Source: an optimization exercise on an open RTL-to-GDS flow (aim: small area). Production flows keep margins and buffers that such runs may drop. Power figures rest on the tool's default switching activity, not on a simulated workload.

==> flow/design.v (excerpt) <==
module sliding_window_arq_endpoint #(
  parameter int unsigned WindowSlots = swarq_pkg::WindowSlotsDef
) (
  input  wire                   clk_i,
  input  wire                   rst_ni,
  input  wire                   in_valid_i,
  output logic                  in_ready_o,
  input  wire  [65:0]           in_req_i,
  output logic                  out_valid_o,
  input  wire                   out_ready_i,
  output logic [79:0]           out_rsp_o
);
  localparam int unsigned SeqW  = swarq_pkg::SeqW;
  localparam int unsigned DataW = swarq_pkg::HandleW + swarq_pkg::LenW;
  localparam int unsigned IdxW  = $clog2(WindowSlots);
  localparam int unsigned CntW  = $clog2(WindowSlots + 1);
  localparam int unsigned BitW  = $clog2(SeqW);
  typedef enum logic [3:0] {
    ST_IDLE,
    ST_OFFSET,      
    ST_TX_ADD,      
    ST_WRITE,       
    ST_STATUS,
    ST_DRAIN,       
    ST_INC_WAIT,    
    ST_INC,         
    ST_ACK,
    ST_CLOSE_ACK
  } state_e;
  logic [1:0]       req_type;
  logic [SeqW-1:0]  req_seq;
  logic [DataW-1:0] req_data;
  logic             req_len_zero, req_data_t, req_ack_t;
  assign req_type     = in_req_i[65:64];
  assign req_seq      = in_req_i[63:32];
  assign req_data     = in_req_i[31:0];
  assign req_len_zero = (in_req_i[15:0] == '0);
  assign req_data_t   = (req_type == swarq_pkg::REQ_DATA);
  assign req_ack_t    = (req_type == swarq_pkg::REQ_ACK);
  state_e           state_q;
  logic [BitW-1:0]  ph_q;          
  logic [IdxW-1:0]  head_q;        
  logic [SeqW-1:0]  nack_q;        
  logic [SeqW-1:0]  tx_q;          
  logic [CntW-1:0]  outst_q;
  logic             closed_q;
  logic             acc_q, lz_q, full_q;
  logic [CntW-1:0]  freed_q;
  logic             c_q, nz_q;
  logic             fresh_q;       
  logic [IdxW-1:0]  slot_ph;
  assign slot_ph = ph_q[IdxW-1:0];
  logic             wr_en, clr_en;
  logic             rd_valid;
  logic [DataW-1:0] rd_data;
  swarq_slot_store #(
  ...
For scale: about 1000 cells after synthesis, roughly 620 flip-flops, roughly 150 I/O pins, about 0.015 sq mm of cells after synthesis.
clock: 8.0 ns
lec_check: 0
cap_margin: 20
core_margin: 2
core_utilization: 65
slew_margin: 20
buffer_ports_args: -buffer_cell sky130_fd_sc_hd__buf_1
recover_power: 100
cts_args: -sink_clustering_enable -repair_clock_nets -dont_use_dummy_load -sink_clustering_size 30 -sink_clustering_max_diameter 60 -buf_list sky130_fd_sc_hd__clkbuf_16
standard.sh (not shown) runs the stock make flow with config.mk's settings and CLKGATE_MAP_FILE= SYNTH_SCRIPT=/design/flow/synth_recipe.tcl, a recipe that flattens the netlist after the stock synthesis.
==> flow/flow/run.sh <==
#!/bin/bash
# Standard ORFS layout, with the port buffers made from the smallest buffer,
# no dummy clock loads, and power recovery after global route.
set -euo pipefail
cat >> config.mk <<'EOC'
export BUFFER_PORTS_ARGS = -buffer_cell sky130_fd_sc_hd__buf_1
export RECOVER_POWER = 100
export CTS_ARGS = -sink_clustering_enable -repair_clock_nets -dont_use_dummy_load -sink_clustering_size 30 -sink_clustering_max_diameter 60 -buf_list sky130_fd_sc_hd__clkbuf_16
EOC
bash standard.sh > standard.log 2>&1
The baseline completed, yet does not pass: max-capacitance violations, max-slew violations.
Then changed:
==> flow/flow/run.sh (replaced) <==
#!/bin/bash
# Standard ORFS layout, with the port buffers made from the smallest buffer
# and power recovery (downsizing off the critical paths) after global route.
set -euo pipefail
cat >> config.mk <<'EOC'
export BUFFER_PORTS_ARGS = -buffer_cell sky130_fd_sc_hd__buf_1
export RECOVER_POWER = 100
EOC
bash standard.sh > standard.log 2>&1
CTS_ARGS = default   (was -sink_clustering_enable -repair_clock_nets -dont_use_dummy_load -sink_clustering_size 30 -sink_clustering_max_diameter 60 -buf_list sky130_fd_sc_hd__clkbuf_16)
CTS_BUF_LIST = sky130_fd_sc_hd__clkbuf_16   (was default)
CTS_CLUSTER_DIAMETER = 70   (was default)
CTS_CLUSTER_SIZE = 36   (was default)
Effect: The changed run completed, yet does not pass: max-capacitance violations, max-slew violations; combinational power is about the same; count of clock-buffer cells in the layout went down by 8; setup slack hardly moves; wire length went down by 2.0%; die area does not change; area after synthesis does not change.
Function was not checked in any run of this note: the RTL went through the layout flow alone.

==> what the ideal ports hide <==
Ports are ideal in the flow. The routed layouts listed here were re-timed in OpenROAD.
Step 1 (the two cells are an assumption about what drives the block):
set clk [get_ports {clk_i}]
set_driving_cell -lib_cell sky130_fd_sc_hd__clkbuf_16 $clk
set_driving_cell -lib_cell sky130_fd_sc_hd__buf_2 [delete_from_list [all_inputs] $clk]
Step 2 adds t to the input delays and takes it off the output delays; t is the mean of the earliest and latest rising clock arrival at the registers after step 1. Input paths then give back, and output paths get back, about the clock's delay inside the block.
Slacks: ideal / step 1 / step 2; pairs: ideal / step 1.
run	shift t [ns]	slack for setup (ns)	latest minus earliest clock arrival (ns)
the first run	0.588	1.954 / 1.930 / 1.930	0.063 / 0.063
the second run	0.592	1.955 / 1.930 / 1.930	0.028 / 0.028
For the second run, which loses most, drivers alone change the setup slack by -0.025 ns; drivers and shift together by -0.025 ns.
